From an optimization exercise on the open Yosys and OpenROAD flow, aimed at small area; shortcuts taken in it are not production practice.
In this exercise RTL edits were held to simulation tests only and were not proved equivalent to the original.
No activity file was given, so power comes from the tool's default toggle rates.

--- flow/config.mk ---
export PLATFORM = sky130hd
export DESIGN_NAME = regfile
export DESIGN_NICKNAME = regfile
export VERILOG_FILES = /design/flow/design.v
export SDC_FILE = /design/flow/constraint.sdc
export NUM_CORES = 4
export LEC_CHECK = 0
export CAP_MARGIN = 20
export CORE_MARGIN = 2
export CORE_UTILIZATION = 40
export SLEW_MARGIN = 20
--- flow/run.sh ---
#!/bin/bash
# synth_recipe.tcl (not shown) runs the flow's synth.tcl, then flattens the netlist and writes it again
# the make line also repeats each setting of config.mk as NAME=value (left out here)
make -C /OpenROAD-flow-scripts/flow DESIGN_CONFIG=/design/flow/config.mk WORK_HOME=/design/flow/orfs CLKGATE_MAP_FILE= SYNTH_SCRIPT=/design/flow/synth_recipe.tcl finish
--- flow/constraint.sdc ---
create_clock -name core_clock -period 7.0 [get_ports {clk}]
set_input_delay 1.4000 -clock core_clock [delete_from_list [all_inputs] [get_ports {clk}]]
set_output_delay 1.4000 -clock core_clock [all_outputs]
set_load 0.01 [all_outputs]
--- flow/design.v ---
module regfile #(
    parameter int XLEN      = 32,
    parameter int NREGS     = 32,
    parameter bit WR_BYPASS = 1'b0
) (
    input  logic                     clk,
    input  logic                     reset,
    input  logic                     write_en,
    input  logic [$clog2(NREGS)-1:0] A1,
    input  logic [$clog2(NREGS)-1:0] A2,
    input  logic [$clog2(NREGS)-1:0] A3,
    input  logic [XLEN-1:0]          WD3,
    output logic [XLEN-1:0]          RD1,
    output logic [XLEN-1:0]          RD2
);
    localparam int AW = $clog2(NREGS);
    logic [NREGS-1:0][XLEN-1:0] regs;
    logic            wr_active;
    assign wr_active = reset && write_en && (A3 != '0);
    always_ff @(posedge clk) begin
        if (!reset) begin
            for (int i = 0; i < NREGS; i++) begin
                regs[i] <= '0;
            end
        end else if (wr_active) begin
            regs[A3] <= WD3;
        end
    end
    always_comb begin
        RD1 = regs[A1];
        if (WR_BYPASS && wr_active && (A1 == A3)) begin
            RD1 = WD3;
        end
        if (A1 == AW'(0)) begin
            RD1 = '0;
        end
    end
    always_comb begin
        RD2 = regs[A2];
        if (WR_BYPASS && wr_active && (A2 == A3)) begin
            RD2 = WD3;
        end
        if (A2 == AW'(0)) begin
            RD2 = '0;
        end
    end
endmodule
==> results of run 1 <==
==> placed cells by master (no fill, tap or decap), types with 41 or more instances in the layout <==
cell type	netlist	routed
a21boi_0	668	668
a211oi_1	72	72
mux2_2	127	127
buf_4	6	192
dfxtp_1	1024	1024
nand2_1	1459	1453
a221oi_1	41	41
mux2i_1	354	354
mux4_2	379	379
a21boi_1	164	164
clkdlybuf4s50_1	0	96
nor2b_1	221	218
nand3_1	138	133
o21ai_0	131	131
clkbuf_16	0	114
o22ai_1	92	92
==> kinds of logic after synthesis <==
| family | after synthesis | synth area share, % |
|---|---|---|
| AO/OA/AOI/OAI | 1308 | 17.2 |
| XOR/XNOR | 3 | 0.0750 |
| adder cells (fa/ha/maj) | 2 | 0.0455 |
| buffers and inverters | 647 | 4.71 |
| flip-flops | 1024 | 37.3 |
| multiplexers | 860 | 24.6 |
| AND/OR/NAND/NOR | 2020 | 16.1 |
==> cell type report <==
type / count / share of cell area, %
clock inverters: 54 / 1.26
repair buffers: 341 / 5.23
flip-flops and latches: 1024 / 32.9
diodes: 4 / 0.0161
multi-input cells: 4193 / 51.8
well taps: 1794 / 3.60
clock buffers: 156 / 5.15
inverters: 5 / 0.0301
==> per-layer routing <==
layer  track usage, %  vias up
li1                 -    20520
met2             47.4     3059
met1             41.0    23854
met4             14.9        8
met5                0        -
met3             7.20      656
==> critical path: stages <==
cell and delay, ps:
buf_6 320, or3b_2 880, o221ai_1 390, a221oi_1 130, a2111oi_0 830, buf_4 270, clkdlybuf4s50_1 540
==> Yosys cell counts, types with 23 or more instances <==
cell type,count,area [um^2]
a221oi_1,41,359
nor2b_1,221,1380
nor2_1,28,105
mux2_2,127,1430
dfxtp_1,1024,20500
a22o_1,36,315
a21boi_0,668,5010
a21oi_1,25,125
nand2_1,1459,5480
o21ai_0,131,656
nor4_1,37,231
mux2i_1,354,3540
and2_1,36,225
nand3_1,138,691
a2111oi_0,26,228
a211oi_1,72,541
buf_1,26,97.6
buf_2,114,571
o221ai_1,26,228
nand2b_1,23,144
a21boi_1,164,1230
clkbuf_1,496,1860
mux4_2,379,8540
o22ai_1,92,576
==> metrics by stage <==
stage / power (uW) / instances / hold slack (ps) / area, um^2 / utilization (%)
6_report: 13700 / 7571 / 470 / 62300 / 45.5
5_1_grt: 14000 / 7567 / 484 / 62300 / 45.5
4_1_cts: 13700 / 7566 / 464 / 62300 / 45.5
3_5_place_dp: 7300 / 7356 / 456 / 58300 / 42.6
3_3_place_gp: 7290 / 7354 / 452 / 58300 / 42.5
2_1_floorplan: 6740 / 5864 / 438 / 55000 / -
==> worst max-delay path by stage <==
stage                from      end  slack [ps]
finish              A1[1]  RD1[23]         800
global route        A1[1]   RD1[7]         740
CTS                 A1[1]   RD1[7]         710
detailed placement  A1[1]   RD1[7]         760
global placement    A1[1]   RD1[7]         870
floorplan           A1[0]  RD1[13]        2310
==> power by group through the flow <==
stage / sequential, uW / combinational (uW) / clock, uW
2_1_floorplan: 6000 / 743 / 0
5_1_grt: 5880 / 1360 / 6790
6_report: 5880 / 1330 / 6520
3_5_place_dp: 6010 / 1290 / 0
3_3_place_gp: 6000 / 1290 / 0
4_1_cts: 5880 / 1300 / 6560
==> metrics.yaml, run 1 <==
drt:
  drt_iter0_drc: 6313
  met2WireLength_mm: 98.1
  wl_met3_mm: 24.7
  top_layer: "met5"
  vias_per_cell: 6.35
  drtPass1Iterations: 6
  ant_nets: 0
  routed_wl_mm: 224
  drt-wirelength-per-cell_um: 29.5
  wirelength_met1_mm: 88.7
  drc: 0
  dr_total_vias: 48097
worst_setup_path:
  end_kind: "output port"
  r2r_slack_ps: 6150
  arrival_ps: 4800
  rr_startpoint: "regs[333]$_SDFFE_PN0P_"
  required_ps: 5600
  r2r_cells: 2
  cp_max_fo: 30
  timing.critical_path.from_type: "input pin"
  critical_path_class: "in2out"
  worstReg2RegEnd: "regs[333]$_SDFFE_PN0P_"
hold_path:
  hold_path_class: "reg2reg"
  min-delay-start: "regs[565]$_SDFFE_PN0P_"
  hold_end: "regs[565]$_SDFFE_PN0P_"
  min_path_cells: 2
power_and_ir_drop:
  p_int_uw: 10200
  sequentialPowerShare_pct: 42.8
  clock_power_share_pct: 47.5
  power_leakage_uw: 0.0212
  p_switching_uw: 3520
  swShare_pct: 25.7
  ir_drop_mv: 0.223
  p_comb_share_pct: 9.7
  powerDensity_nw_per_um2: 220
place:
  io_buffer_count: 113
  place_ws_ps: 756
  gp_congestion: 0.896
  hpwl_mm: 132
grt:
  grt_max_degree: 244
  grt_use_total_pct: 30.9
  grt_pass1_wl_mm: 322
  grt-ovfl-total: 0
  antenna_found_initial: 6
  grt_pass1_vias: 45922
sta:
  setup_violations: 0
  tightest_slew_ps: 1190
  post-route-period-util_pct: 88.6
  layout_min_cycle_time_ps: 6200
  skew_ps: 0
  rsz0062_at_grt: "false"
  hold_violations: 0
  slew_headroom_pct: 20.5
  slew_violations: 0
  max_freq_ghz: 0.161
  fin_setup_tns_ps: 0
  fin_ws_ps: 799
cts:
  post-cts-setup-buffers: 0
  root_buffer: "clkbuf_16"
  ctsResizeCount: 0
  cts_tree: "built"
  path_clk_slew_ps: 60
  cts_buffer_depth: 3
  htree_levels: 3
  cts_sinks: 1024
  postCtsHoldBufs: 0
  cts_made_buffers: 112
  insertion_delay_ps: 730
finish:
  largest_reg_flops: 1024
  multi_input_area_um2: 32300
  reg_top3: "regs: 1024 flops"
  top_register: "regs"
  nets: 5729
  drive_gt1_share_pct: 17.5
  ff_latch_area_um2: 20500
  syn2layout_area_growth_pct: 13.2
  fillCellCount: 12869
floorplan:
  core_area_um2: 137000
  fp.dieW_um: 375
  ios: 114
  die_height_um: 375
  die_area_um2: 141000
  start_util_pct: 40.2
  row_count: 136
yosys:
  ys_ff_latch: 1024
  yosysUniqueCellTypes: 55
  ys.warnings.count: 1
  synth_fp_nets: 5916
  syn-cell-area_um2: 55000
  synth_ff_type: "dfxtp_1"
  syn_avg_cell_area_um2: 9.38
  syn_inst: 5864
  ys_seq_area_share_pct: 37.3
  synthArstFlopShare_pct: 0
  synth_edf_count: 0
flow_run:
  cap_viol_max_count: 0
run_status:
  status: "finished clean"
==> run 2: changes to the inputs <==
==> flow/design.v (replaced) <==
module regfile_wcell (
    input  logic q,
    input  logic en,
    input  logic en_n,
    input  logic wd,
    output logic d
);
    assign d = (q | en) & (wd | en_n);
endmodule
module regfile_rsel3 (
    input  logic a,
    input  logic sa,
    input  logic b,
    input  logic sb,
    input  logic c,
    input  logic sc,
    output logic y
);
    assign y = ~((a & sa) | (b & sb) | (c & sc));
endmodule
module regfile_nand2 (
    input  logic a,
    input  logic b,
    output logic y
);
    assign y = ~(a & b);
endmodule
module regfile_nand3 (
    input  logic [2:0] a,
    output logic       y
);
    assign y = ~&a;
endmodule
module regfile_nand4 (
    input  logic [3:0] a,
    output logic       y
);
    assign y = ~&a;
endmodule
module regfile_or3 (
    input  logic [2:0] a,
    output logic       y
);
    assign y = |a;
endmodule
module regfile_rbit (
    input  logic [31:1] q,
    input  logic [31:1] s,
    output logic        rd
);
    logic [10:0] y;
    logic [2:0]  z;
    for (genvar k = 0; k < 10; k++) begin : g_sel
        regfile_rsel3 u_s (
            .a(q[3*k+1]), .sa(s[3*k+1]),
            .b(q[3*k+2]), .sb(s[3*k+2]),
            .c(q[3*k+3]), .sc(s[3*k+3]),
            .y(y[k])
        );
    end
    regfile_nand2 u_s31 (.a(q[31]), .b(s[31]), .y(y[10]));
    regfile_nand4 u_n0 (.a(y[3:0]), .y(z[0]));
    regfile_nand4 u_n1 (.a(y[7:4]), .y(z[1]));
    regfile_nand3 u_n2 (.a(y[10:8]), .y(z[2]));
    regfile_or3   u_o  (.a(z), .y(rd));
endmodule
module regfile #(
    parameter int XLEN      = 32,
    parameter int NREGS     = 32,
    parameter bit WR_BYPASS = 1'b0
) (
    input  logic                     clk,
    input  logic                     reset,
    input  logic                     write_en,
    input  logic [$clog2(NREGS)-1:0] A1,
    input  logic [$clog2(NREGS)-1:0] A2,
    input  logic [$clog2(NREGS)-1:0] A3,
    input  logic [XLEN-1:0]          WD3,
    output logic [XLEN-1:0]          RD1,
    output logic [XLEN-1:0]          RD2
);
    localparam int AW = $clog2(NREGS);
    logic [31:1][XLEN-1:0] regs;
    logic [31:1][XLEN-1:0] d;
    logic [31:1]           en, en_n;
    logic [XLEN-1:0]       wdm;
    logic [31:1]           s1, s2;
    assign wdm = WD3 & {XLEN{reset}};
    always_comb begin
        for (int i = 1; i < 32; i++) begin
            en[i]   = !reset || (write_en && (A3 == AW'(i)));
            en_n[i] = !en[i];
            s1[i]   = (A1 == AW'(i));
            s2[i]   = (A2 == AW'(i));
        end
    end
    for (genvar i = 1; i < 32; i++) begin : g_reg
        for (genvar b = 0; b < XLEN; b++) begin : g_bit
            regfile_wcell u_w (.q(regs[i][b]), .en(en[i]), .en_n(en_n[i]), .wd(wdm[b]), .d(d[i][b]));
        end
    end
    always_ff @(posedge clk) begin
        regs <= d;
    end
    for (genvar b = 0; b < XLEN; b++) begin : g_rd
        logic [31:1] col;
        for (genvar i = 1; i < 32; i++) begin : g_col
            assign col[i] = regs[i][b];
        end
        regfile_rbit u_r1 (.q(col), .s(s1), .rd(RD1[b]));
        regfile_rbit u_r2 (.q(col), .s(s2), .rd(RD2[b]));
    end
endmodule
--- a/flow/config.mk
+++ b/flow/config.mk
@@ -5,7 +5,11 @@
 export SDC_FILE = /design/flow/constraint.sdc
 export NUM_CORES = 4
 export LEC_CHECK = 0
+export ABC_AREA = 0
+export ABC_CLOCK_PERIOD_IN_PS = 7000
 export CAP_MARGIN = 20
 export CORE_MARGIN = 2
 export CORE_UTILIZATION = 40
 export SLEW_MARGIN = 20
+export SYNTH_HIERARCHICAL = 1
+export SYNTH_MINIMUM_KEEP_SIZE = 0
==> metrics.yaml, run 2 <==
drt:
  ant_nets: 0
  drt_iter0_drc: 9245
  dr_total_vias: 39967
  vias_per_cell: 8.20
  drc: 0
  drtPass1Iterations: 15
  drt-wirelength-per-cell_um: 40.2
  routed_wl_mm: 196
sta:
  tightest_slew_ps: 1300
  post-route-period-util_pct: 96.2
  max_freq_ghz: 0.148
  slew_violations: 0
  rsz0062_at_grt: "false"
  layout_min_cycle_time_ps: 6740
  skew_ps: 0
  setup_violations: 0
  hold_violations: 0
  slew_headroom_pct: 13.4
  fin_setup_tns_ps: 0
floorplan:
  fp.dieW_um: 312
  row_count: 112
  start_util_pct: 40.5
  ios: 114
  die_height_um: 312
  die_area_um2: 97300
  core_area_um2: 93600
cts:
  postCtsHoldBufs: 0
  insertion_delay_ps: 690
  post-cts-setup-buffers: 0
  cts_buffer_depth: 3
  path_clk_slew_ps: 60
  root_buffer: "clkbuf_16"
  ctsResizeCount: 0
  cts_sinks: 992
  htree_levels: 3
  cts_tree: "built"
  cts_made_buffers: 104
worst_setup_path:
  required_ps: 5600
  path_cells: "clkdlybuf4s50_1, or3_1, nor2_4, a222oi_1, nand4_1, or3_1, clkdlybuf4s50_1"
  r2r_slack_ps: 6320
  cp_max_fo: 32
  critical_path_class: "in2out"
  end_kind: "output port"
  timing.critical_path.from_type: "input pin"
  r2r_cells: 1
  max_stage_delay_ps: 1000
  slowest_stage: "nor2_4"
  arrival_ps: 5340
power_and_ir_drop:
  p_comb_share_pct: 13.0
  swShare_pct: 27.7
  clock_power_share_pct: 40.7
  p_switching_uw: 4010
  sequentialPowerShare_pct: 46.3
  power_leakage_uw: 0.0177
  p_int_uw: 10500
  ir_drop_mv: 0.200
  powerDensity_nw_per_um2: 312
place:
  hpwl_mm: 114
  gp_congestion: 0.926
  io_buffer_count: 113
  placed_cells: 4671
finish:
  largest_reg_flops: 992
  nets: 3580
  syn2layout_area_growth_pct: 22.7
  top_register: "regs"
  fillCellCount: 8321
  drive_gt1_share_pct: 12.5
  reg_top3: "regs: 992 flops"
  mostFrequentLayoutCells: "992 x o22a_1, 992 x dfxtp_1, 640 x a222oi_1, 155 x buf_4, 129 x nand4_1"
  final_cells: 4874
grt:
  grt_use_total_pct: 38.2
  grt_pass1_vias: 38840
  grt_max_degree: 50
  grt_pass1_wl_mm: 273
  antenna_found_initial: 16
  grt-ovfl-total: 0
yosys:
  synth_edf_count: 0
  ys_ff_latch: 992
  syn-cell-area_um2: 37900
  syn_inst: 3161
  ys_seq_area_share_pct: 52.4
  synth_ff_type: "dfxtp_1"
  syn_avg_cell_area_um2: 12.0
  synth_area_leaders: "dfxtp_1 52%, o22a_1 23%, a222oi_1 17%"
  netlist.area_leader.share_pct: 52.4
  ys.warnings.count: 7
  synth_fp_nets: 3211
  synthArstFlopShare_pct: 0
  synth_commonest_cells: "992 x dfxtp_1, 992 x o22a_1, 640 x a222oi_1, 129 x nand4_1, 69 x nand2_1"
  yosysUniqueCellTypes: 21
  yosysTopAreaCell: "dfxtp_1"
run_status:
  status: "finished clean"
hold_path:
  min_path_cells: 1
  hold_path_class: "reg2reg"
flow_run:
  cap_viol_max_count: 0
run 2: worst max-delay path: cells and delay by family:
| family | cells | cell delay, ps |
|---|---|---|
| and+or+nand+nor | 4 | 2440 |
| AOI/OAI and AO/OA | 1 | 220 |
| buffers and inverters | 2 | 1250 |
run 2: power by group through the flow:
stage | combinational, uW | sequential (uW) | clock (uW)
detailed placement | 1790 | 6820 | 0
floorplan | 959 | 6690 | 0
finish | 1880 | 6720 | 5900
global route | 1910 | 6780 | 6140
CTS | 1800 | 6690 | 5900
global placement | 1740 | 6760 | 0
run 2: Yosys stat by module, one instance, submodules excluded, a selection:
module / cell area, um^2 / times used / cells / flops+latches
regfile: 21100 / 1 / 1209 / 992
regfile_rsel3: 10.0 / 640 / 1 / 0
regfile_wcell: 8.76 / 992 / 1 / 0
regfile_nand4: 6.26 / 128 / 1 / 0
regfile_or3: 6.26 / 64 / 1 / 0
regfile_nand3: 5.00 / 64 / 1 / 0
regfile_nand2: 3.75 / 64 / 1 / 0
run 2: cell type report:
type / count / area [um^2] / share of cell area, %
diodes: 2 / 5.00 / 0.0108
well taps: 1254 / 1570 / 3.37
repair buffers: 286 / 2710 / 5.83
clock buffers: 147 / 3050 / 6.55
flip-flops and latches: 992 / 19900 / 42.7
clock inverters: 47 / 598 / 1.29
multi-input cells: 2146 / 18700 / 40.3
run 2: final timing paths:
kind / startpoint / endpoint
hold / removal: regs[963]$_DFF_P_ / regs[963]$_DFF_P_
hold reg to reg: regs[963]$_DFF_P_ / regs[963]$_DFF_P_
setup / recovery: A2[0] / RD2[10]
setup reg to reg: regs[81]$_DFF_P_ / regs[81]$_DFF_P_
run 2: through the flow:
stage	area (um^2)	total power, uW	util (%)	worst slack (ps)	hold slack (ps)
floorplan	37900	7640	-	1560	469
global placement	42600	8500	45.5	494	474
detailed placement	42700	8610	45.6	421	483
CTS	46400	14400	49.5	460	498
global route	46500	14800	49.7	305	511
finish	46500	14500	49.7	264	498
run 2: kinds of logic (layout without fill, tap and decap cells):
kind of cell / after synthesis / in the layout / share of synthesized area (%)
DFF: 992 / 992 / 52.4
and+or+nand+nor: 452 / 452 / 6.56
AOI/OAI and AO/OA: 1694 / 1694 / 40.8
buffers and inverters: 23 / 480 / 0.234
other: 0 / 2 / 0
run 2: layer usage:
metal  up-vias  share of wire, %  track usage (%)
met5         -              0.19             1.14
met4        26               8.1             26.6
met3       980                16             16.0
met2      3862                40             53.8
met1     19625                35             46.6
li1      15474                 -                -
==> run 3: changes to the inputs <==
--- a/flow/design.v
+++ b/flow/design.v
@@ -64,6 +64,80 @@
     regfile_nand3 u_n2 (.a(y[10:8]), .y(z[2]));
     regfile_or3   u_o  (.a(z), .y(rd));
 endmodule
+module regfile_inv (
+    input  logic a,
+    output logic y
+);
+    assign y = ~a;
+endmodule
+module regfile_nor2 (
+    input  logic a,
+    input  logic b,
+    output logic y
+);
+    assign y = ~(a | b);
+endmodule
+module regfile_and2 (
+    input  logic a,
+    input  logic b,
+    output logic y
+);
+    assign y = a & b;
+endmodule
+module regfile_nor3 (
+    input  logic [2:0] a,
+    output logic       y
+);
+    assign y = ~|a;
+endmodule
+module regfile_rdec (
+    input  logic [4:0]  a,
+    output logic [31:1] s
+);
+    logic [4:0] an;
+    logic [3:0] hi_n;    
+    logic [7:0] lo_n;    
+    for (genvar b = 0; b < 5; b++) begin : g_inv
+        regfile_inv u_i (.a(a[b]), .y(an[b]));
+    end
+    for (genvar j = 0; j < 4; j++) begin : g_hi
+        regfile_nand2 u_h (.a(j[1] ? a[4] : an[4]), .b(j[0] ? a[3] : an[3]), .y(hi_n[j]));
+    end
+    for (genvar k = 0; k < 8; k++) begin : g_lo
+        regfile_nand3 u_l (.a({k[2] ? a[2] : an[2], k[1] ? a[1] : an[1], k[0] ? a[0] : an[0]}), .y(lo_n[k]));
+    end
+    for (genvar i = 1; i < 32; i++) begin : g_s
+        regfile_nor2 u_s (.a(hi_n[i / 8]), .b(lo_n[i % 8]), .y(s[i]));
+    end
+endmodule
+module regfile_wdec (
+    input  logic [4:0]  a,
+    input  logic        we,
+    input  logic        reset,
+    output logic [31:1] en,
+    output logic [31:1] en_n
+);
+    logic [4:0]  an;
+    logic        we_n;
+    logic [3:0]  hi;     
+    logic [7:0]  lo;     
+    logic [31:1] x;      
+    for (genvar b = 0; b < 5; b++) begin : g_inv
+        regfile_inv u_i (.a(a[b]), .y(an[b]));
+    end
+    regfile_inv u_we (.a(we), .y(we_n));
+    for (genvar j = 0; j < 4; j++) begin : g_hi
+        regfile_nor3 u_h (.a({we_n, j[1] ? an[4] : a[4], j[0] ? an[3] : a[3]}), .y(hi[j]));
+    end
+    for (genvar k = 0; k < 8; k++) begin : g_lo
+        regfile_nor3 u_l (.a({k[2] ? an[2] : a[2], k[1] ? an[1] : a[1], k[0] ? an[0] : a[0]}), .y(lo[k]));
+    end
+    for (genvar i = 1; i < 32; i++) begin : g_e
+        regfile_nand2 u_x (.a(hi[i / 8]), .b(lo[i % 8]), .y(x[i]));
+        regfile_nand2 u_e (.a(reset), .b(x[i]), .y(en[i]));
+        regfile_inv   u_n (.a(en[i]), .y(en_n[i]));
+    end
+endmodule
 module regfile #(
     parameter int XLEN      = 32,
     parameter int NREGS     = 32,
@@ -79,21 +153,17 @@
     output logic [XLEN-1:0]          RD1,
     output logic [XLEN-1:0]          RD2
 );
-    localparam int AW = $clog2(NREGS);
     logic [31:1][XLEN-1:0] regs;
     logic [31:1][XLEN-1:0] d;
     logic [31:1]           en, en_n;
     logic [XLEN-1:0]       wdm;
     logic [31:1]           s1, s2;
-    assign wdm = WD3 & {XLEN{reset}};
-    always_comb begin
-        for (int i = 1; i < 32; i++) begin
-            en[i]   = !reset || (write_en && (A3 == AW'(i)));
-            en_n[i] = !en[i];
-            s1[i]   = (A1 == AW'(i));
-            s2[i]   = (A2 == AW'(i));
-        end
+    for (genvar b = 0; b < XLEN; b++) begin : g_wdm
+        regfile_and2 u_m (.a(WD3[b]), .b(reset), .y(wdm[b]));
     end
+    regfile_wdec u_wdec (.a(A3), .we(write_en), .reset(reset), .en(en), .en_n(en_n));
+    regfile_rdec u_rdec1 (.a(A1), .s(s1));
+    regfile_rdec u_rdec2 (.a(A2), .s(s2));
     for (genvar i = 1; i < 32; i++) begin : g_reg
         for (genvar b = 0; b < XLEN; b++) begin : g_bit
             regfile_wcell u_w (.q(regs[i][b]), .en(en[i]), .en_n(en_n[i]), .wd(wdm[b]), .d(d[i][b]));
==> flow/flow/run.sh (new file) <==
#!/bin/bash
# The standard layout with two changes: the smallest buffer (buf_1) as the port
# buffer, and clock tree synthesis with clkbuf_8 leaf clusters of at most 16 sinks
# within 60 um and no dummy balancing loads.
set -euo pipefail
bash standard.sh 'BUFFER_PORTS_ARGS=-buffer_cell sky130_fd_sc_hd__buf_1' \
  'CTS_ARGS=-sink_clustering_enable -repair_clock_nets -dont_use_dummy_load -buf_list sky130_fd_sc_hd__clkbuf_8 -sink_clustering_size 16 -sink_clustering_max_diameter 60' \
  finish > standard_flow.log 2>&1
==> flow/standard.sh (new file) <==
#!/bin/bash
# synth_recipe.tcl (not shown) runs the flow's synth.tcl, then flattens the netlist and writes it again
# the make line also repeats each setting of config.mk as NAME=value (left out here)
make -C /OpenROAD-flow-scripts/flow DESIGN_CONFIG=/design/flow/config.mk WORK_HOME=/design/flow/orfs CLKGATE_MAP_FILE= SYNTH_SCRIPT=/design/flow/synth_recipe.tcl "${@:-finish}"
--- a/flow/config.mk
+++ b/flow/config.mk
@@ -7,9 +7,9 @@
 export LEC_CHECK = 0
 export ABC_AREA = 0
 export ABC_CLOCK_PERIOD_IN_PS = 7000
-export CAP_MARGIN = 20
+export CAP_MARGIN = 10
 export CORE_MARGIN = 2
 export CORE_UTILIZATION = 40
-export SLEW_MARGIN = 20
+export SLEW_MARGIN = 10
 export SYNTH_HIERARCHICAL = 1
 export SYNTH_MINIMUM_KEEP_SIZE = 0
removed: flow/run.sh
==> metrics.yaml, run 3 <==
grt:
  grt_use_total_pct: 34.9
  grt_pass1_wl_mm: 252
  grt_max_degree: 34
  grt-ovfl-total: 0
  antenna_found_initial: 10
  grt_pass1_vias: 35258
yosys:
  syn_inst: 3183
  synth_edf_count: 0
  yosysUniqueCellTypes: 11
  syn_avg_cell_area_um2: 11.9
  synth_ff_type: "dfxtp_1"
  synth_area_leaders: "dfxtp_1 53%, o22a_1 23%, a222oi_1 17%"
  ys_ff_latch: 992
  synthArstFlopShare_pct: 0
  synth_fp_nets: 3233
  netlist.area_leader.share_pct: 52.6
  yosysTopAreaCell: "dfxtp_1"
  ys_seq_area_share_pct: 52.6
  syn-cell-area_um2: 37800
  ys.warnings.count: 7
  synth_commonest_cells: "992 x dfxtp_1, 992 x o22a_1, 640 x a222oi_1, 134 x nand2_1, 128 x nand4_1"
power_and_ir_drop:
  powerDensity_nw_per_um2: 266
  sequentialPowerShare_pct: 59.0
  p_int_uw: 7940
  power_leakage_uw: 0.0162
  clock_power_share_pct: 26.3
  p_comb_share_pct: 14.7
  p_switching_uw: 3410
  swShare_pct: 30.0
  ir_drop_mv: 0.145
place:
  hpwl_mm: 106
  io_buffer_count: 113
  gp_congestion: 0.886
  placed_cells: 4705
  place_ws_ps: 1390
drt:
  routed_wl_mm: 178
  drc: 0
  ant_nets: 0
  drt_iter0_drc: 8470
  drt-wirelength-per-cell_um: 37.2
  drtPass1Iterations: 13
  vias_per_cell: 7.88
  dr_total_vias: 37747
cts:
  cts_sinks: 992
  path_clk_slew_ps: 60
  htree_levels: 3
  ctsResizeCount: 0
  cts_tree: "built"
  postCtsHoldBufs: 0
  cts_buffer_depth: 3
  insertion_delay_ps: 720
  post-cts-setup-buffers: 0
  root_buffer: "clkbuf_8"
  cts_made_buffers: 84
floorplan:
  ios: 114
  row_count: 112
  die_height_um: 311
  die_area_um2: 96900
  start_util_pct: 40.4
  fp.dieW_um: 311
  core_area_um2: 93500
worst_setup_path:
  critical_path_class: "in2out"
  required_ps: 5600
  arrival_ps: 4540
  r2r_slack_ps: 6320
  rr_startpoint: "regs[150]$_DFF_P_"
  r2r_cells: 1
  timing.critical_path.from_type: "input pin"
  cp_max_fo: 32
  end_kind: "output port"
  worstReg2RegEnd: "regs[150]$_DFF_P_"
  endpoint: "RD1[21]"
  cp-startpoint: "A1[4]"
hold_path:
  min-delay-start: "regs[967]$_DFF_P_"
  hold_path_class: "reg2reg"
finish:
  final_cells: 4793
  drive_gt1_share_pct: 9.59
  top_register: "regs"
  syn2layout_area_growth_pct: 12.8
  largest_reg_flops: 992
  reg_top3: "regs: 992 flops"
  fillCellCount: 9000
  mostFrequentLayoutCells: "992 x o22a_1, 992 x dfxtp_1, 640 x a222oi_1, 155 x buf_4, 128 x nand4_1"
  nets: 3587
sta:
  hold_violations: 0
  layout_min_cycle_time_ps: 5940
  slew_violations: 0
  tightest_slew_ps: 1320
  rsz0062_at_grt: "false"
  fin_ws_ps: 1060
  skew_ps: 0
  setup_violations: 0
  slew_headroom_pct: 11.5
  fin_setup_tns_ps: 0
  max_freq_ghz: 0.168
  post-route-period-util_pct: 84.8
flow_run:
  cap_viol_max_count: 0
run_status:
  status: "finished clean"
run 3: cell count changes after synthesis, moves of 14 or more:
cell,delta
clkbuf_1,-21
o21a_1,-31
o21ai_0,-31
nand2_1,+65
inv_1,+47
nor3_1,-20
nor2_1,+20
nand3_1,+14
run 3: worst min-delay path by stage:
stage	end	cells after the start	slack (ps)
global placement	regs[200]$_DFF_P_	1	470
detailed placement	regs[697]$_DFF_P_	1	480
finish	regs[967]$_DFF_P_	1	500
floorplan	regs[0]$_DFF_P_	1	470
CTS	regs[967]$_DFF_P_	1	500
global route	regs[60]$_DFF_P_	1	510
run 3: layout make-up:
class                           instances  area [um^2]  share of cell area, %
Tap cell                             1254         1570                   3.68
Inverter                               47          176                  0.414
Multi-Input combinational cell       2144        18300                   42.9
Antenna cell                            4         10.0                 0.0235
Timing Repair Buffer                  268         1590                   3.73
Clock buffer                           84         1160                   2.71
Sequential cell                       992        19900                   46.6
run 3: power by group through the flow:
stage          logic, uW  registers [uW]  clock network, uW
3_5_place_dp        1610            6810                  0
3_3_place_gp        1590            6790                  0
2_1_floorplan        944            6690                  0
5_1_grt             1720            6770               3190
4_1_cts             1610            6670               3000
6_report            1670            6690               2980
run 3: logic make-up after synthesis:
kind of cell / Yosys count / synth area share [%]
buffers and inverters: 47 / 0.467
and+or+nand+nor: 512 / 7.03
DFF: 992 / 52.6
AOI/OAI and AO/OA: 1632 / 39.9
run 3: Yosys stat by module, one instance, submodules excluded, excerpt:
module | times used | cells | flops+latches | area (um^2)
regfile | 1 | 992 | 992 | 19900
regfile_nor3 | 12 | 1 | 0 | 10.0
regfile_rsel3 | 640 | 1 | 0 | 10.0
regfile_wcell | 992 | 1 | 0 | 8.76
regfile_and2 | 32 | 1 | 0 | 6.26
regfile_nand4 | 128 | 1 | 0 | 6.26
regfile_or3 | 64 | 1 | 0 | 6.26
regfile_nand3 | 80 | 1 | 0 | 5.00
regfile_inv | 47 | 1 | 0 | 3.75
regfile_nand2 | 134 | 1 | 0 | 3.75
regfile_nor2 | 62 | 1 | 0 | 3.75
run 3: stage by stage:
| stage | area [um^2] | utilization (%) | total power (uW) | hold WS (ps) |
|---|---|---|---|---|
| 6_report | 42600 | 45.6 | 11300 | 499 |
| 3_5_place_dp | 41500 | 44.4 | 8420 | 483 |
| 4_1_cts | 42600 | 45.6 | 11300 | 499 |
| 2_1_floorplan | 37800 | - | 7630 | 469 |
| 5_1_grt | 42600 | 45.6 | 11700 | 511 |
| 3_3_place_gp | 41500 | 44.4 | 8370 | 474 |
run 3: layer usage:
layer,GRT usage (%),part of all wire [%]
met1,45.5,38
met4,20.7,6.4
met2,50.8,42
met5,0,0.034
met3,10.4,14
run 3: critical path: stages:
cell and delay [ps]:
buf_1 180, inv_1 80, nand2_1 560, nor2_4 370
a222oi_1 700, nand4_1 530, or3_1 530, buf_1 140
==> run 4: changes to the inputs <==
==> flow/flow/run.sh (replaced) <==
#!/bin/bash
# The standard layout with two changes: the smallest buffer (buf_1) as the port
# buffer, and clock tree synthesis with clkbuf_8 leaf clusters of at most 12 sinks
# within 50 um and no dummy balancing loads.
set -euo pipefail
bash standard.sh 'BUFFER_PORTS_ARGS=-buffer_cell sky130_fd_sc_hd__buf_1' \
  'CTS_ARGS=-sink_clustering_enable -repair_clock_nets -dont_use_dummy_load -buf_list sky130_fd_sc_hd__clkbuf_8 -sink_clustering_size 12 -sink_clustering_max_diameter 50' \
  finish > standard_flow.log 2>&1
==> metrics.yaml, run 4 <==
run_status:
  status: "finished clean"
yosys:
  yosysTopAreaCell: "dfxtp_1"
  yosysUniqueCellTypes: 11
  syn_avg_cell_area_um2: 11.9
  synth_edf_count: 0
  synth_commonest_cells: "992 x dfxtp_1, 992 x o22a_1, 640 x a222oi_1, 134 x nand2_1, 128 x nand4_1"
  ys.warnings.count: 7
  syn_inst: 3183
  ys_ff_latch: 992
  synth_ff_type: "dfxtp_1"
  synthArstFlopShare_pct: 0
  ys_seq_area_share_pct: 52.6
  synth_fp_nets: 3233
  synth_area_leaders: "dfxtp_1 53%, o22a_1 23%, a222oi_1 17%"
  syn-cell-area_um2: 37800
  netlist.area_leader.share_pct: 52.6
cts:
  cts_made_buffers: 111
  post-cts-setup-buffers: 0
  cts_sinks: 992
  path_clk_slew_ps: 50
  cts_buffer_depth: 3
  htree_levels: 3
  cts_tree: "built"
  postCtsHoldBufs: 0
  insertion_delay_ps: 720
  ctsResizeCount: 0
  root_buffer: "clkbuf_8"
floorplan:
  core_area_um2: 93500
  die_area_um2: 96900
  row_count: 112
  die_height_um: 311
  start_util_pct: 40.4
  fp.dieW_um: 311
  ios: 114
power_and_ir_drop:
  sequentialPowerShare_pct: 57.0
  p_int_uw: 8260
  ir_drop_mv: 0.144
  power_leakage_uw: 0.0164
  clock_power_share_pct: 28.8
  p_comb_share_pct: 14.2
  powerDensity_nw_per_um2: 273
  p_switching_uw: 3500
  swShare_pct: 29.7
flow_run:
  cap_viol_max_count: 0
sta:
  slew_violations: 0
  setup_violations: 0
  skew_ps: 0
  hold_violations: 0
  slew_headroom_pct: 14.4
  tightest_slew_ps: 1280
  layout_min_cycle_time_ps: 5960
  max_freq_ghz: 0.168
  post-route-period-util_pct: 85.2
  fin_setup_tns_ps: 0
  rsz0062_at_grt: "false"
place:
  placed_cells: 4705
  gp_congestion: 0.886
  io_buffer_count: 113
  hpwl_mm: 106
finish:
  nets: 3614
  largest_reg_flops: 992
  finalCoreUtilization_pct: 46.0
  fillCellCount: 8960
  mostFrequentLayoutCells: "992 x o22a_1, 992 x dfxtp_1, 640 x a222oi_1, 155 x buf_4, 128 x nand4_1"
  syn2layout_area_growth_pct: 13.8
  top_register: "regs"
  drive_gt1_share_pct: 10.3
  final_cells: 4821
  reg_top3: "regs: 992 flops"
worst_setup_path:
  max_stage_delay_ps: 700
  cp_common_cell: "buf_1"
  cp_max_fo: 32
  end_kind: "output port"
  rr_startpoint: "regs[150]$_DFF_P_"
  slowest_stage: "a222oi_1"
  path_cells: "buf_1, inv_1, nand2_1, nor2_4, a222oi_1, nand4_1, or3_1, buf_1"
  r2r_cells: 1
  cp-startpoint: "A1[4]"
  r2r_slack_ps: 6320
  timing.critical_path.from_type: "input pin"
  arrival_ps: 4560
  critical_path_class: "in2out"
  worstReg2RegEnd: "regs[150]$_DFF_P_"
  required_ps: 5600
  crit_family: "simple AND/OR/NAND/NOR gates"
  cp_num_buf_inv: 3
grt:
  use_met3_pct: 10.5
  grt_pass1_wl_mm: 252
  busiest_layer: "met2"
  grt_use_total_pct: 35.0
  globalRouteMet2Util_pct: 50.5
  grt-ovfl-total: 0
  grt_pass1_vias: 35438
  grt_max_degree: 34
  antenna_found_initial: 8
  grt_util_met1_pct: 45.5
drt:
  drt-wirelength-per-cell_um: 37.0
  routed_wl_mm: 179
  ant_nets: 0
  dr_total_vias: 38051
  drtPass1Iterations: 14
  vias_per_cell: 7.89
  drc: 0
  drt_iter0_drc: 8304
hold_path:
  min_path_cells: 1
  hold_path_class: "reg2reg"
  min-delay-start: "regs[967]$_DFF_P_"
  hold_end: "regs[967]$_DFF_P_"
==> run 4: cell counts after synthesis <==
Identical to the previous run, type by type.
==> run 4: how the worst max path moves through the flow <==
stage,slack [ps],endpoint,cells after the start
finish,1040,RD1[21],8
global route,1120,RD1[22],9
CTS,1390,RD1[21],8
detailed placement,1390,RD1[21],8
global placement,1390,RD1[21],8
floorplan,2450,RD1[0],6
==> run 4: metal layers <==
| layer | up-vias | wire [um] |
|---|---|---|
| li1 | 15367 | - |
| met1 | 19040 | 67800 |
| met2 | 3016 | 73600 |
| met3 | 618 | 24600 |
| met4 | 10 | 12500 |
| met5 | - | 57 |
==> run 4: per-stage QoR <==
stage	hold WS, ps	power, uW	setup slack (ps)	area (um^2)
final	494	11800	1040	43000
after global routing	512	12100	1120	43000
after CTS	496	11700	1390	43000
after detailed placement	483	8420	1390	41500
after global placement	474	8370	1390	41500
after floorplan	469	7630	2450	37800
==> run 4: final cells by class <==
class                      count  area, um^2  share of cell area, %
inverter                      47         176                  0.410
sequential                   992       19900                   46.2
antenna                        5        12.5                 0.0291
timing repair buffer         268        1590                   3.69
multi-input combinational   2144       18300                   42.5
clock buffer                 111        1530                   3.55
tap                         1254        1570                   3.65
==> run 4: logic make-up after synthesis <==
| group | share of synthesized area (%) |
|---|---|
| AOI/OAI and AO/OA | 39.9 |
| DFF | 52.6 |
| and+or+nand+nor | 7.03 |
| buffers and inverters | 0.467 |
==> run 4: power groups by stage <==
stage / registers, uW / clock network (uW) / logic, uW
2_1_floorplan: 6690 / 0 / 944
3_3_place_gp: 6790 / 0 / 1590
3_5_place_dp: 6810 / 0 / 1610
4_1_cts: 6680 / 3410 / 1610
5_1_grt: 6770 / 3620 / 1720
6_report: 6700 / 3390 / 1670
==> run 4: per-module statistics from Yosys, one instance, submodules excluded, excerpt <==
module         copies in the design  cells  flip-flops and latches
regfile_nand2                   134      1                       0
regfile                           1    992                     992
regfile_or3                      64      1                       0
regfile_rsel3                   640      1                       0
regfile_inv                      47      1                       0
regfile_nor2                     62      1                       0
regfile_nand4                   128      1                       0
regfile_wcell                   992      1                       0
regfile_nand3                    80      1                       0
regfile_nor3                     12      1                       0
regfile_and2                     32      1                       0

separate check: timing with driven ports:
No port has a modelled driver above. Below, the same layouts with a new extraction and two added sets of constraints.
Step 1 (the two cells are an assumption about what drives the block):
set clk [get_ports {clk}]
set_driving_cell -lib_cell sky130_fd_sc_hd__clkbuf_16 $clk
set_driving_cell -lib_cell sky130_fd_sc_hd__buf_2 [delete_from_list [all_inputs] $clk]
Step 2 times the ports against the registers' clock, not the clock port: input delays grow and output delays shrink by t, the midpoint of the rising clock arrivals with the driver on.
a / b / c = ideal / step 1 / step 2; a / b = the first two.
run | t (ns) | setup slack, ns | hold slack, ns | cell pins on the clock port's net
run 1 | 0.823 | 0.799 / 0.753 / 0.753 | 0.470 / 0.470 / 0.470 | 1
run 2 | 0.745 | 0.264 / 0.237 / 0.237 | 0.498 / 0.498 / 0.498 | 1
run 3 | 0.770 | 1.061 / 1.028 / 1.028 | 0.499 / 0.499 / 0.499 | 1
run 4 | 0.807 | 1.037 / 1.005 / 1.005 | 0.494 / 0.494 / 0.494 | 1
After both steps every run listed still meets setup and hold. The setup slack of run 1, which loses most, moves by -0.046 ns with the drivers and by -0.046 ns with both steps.
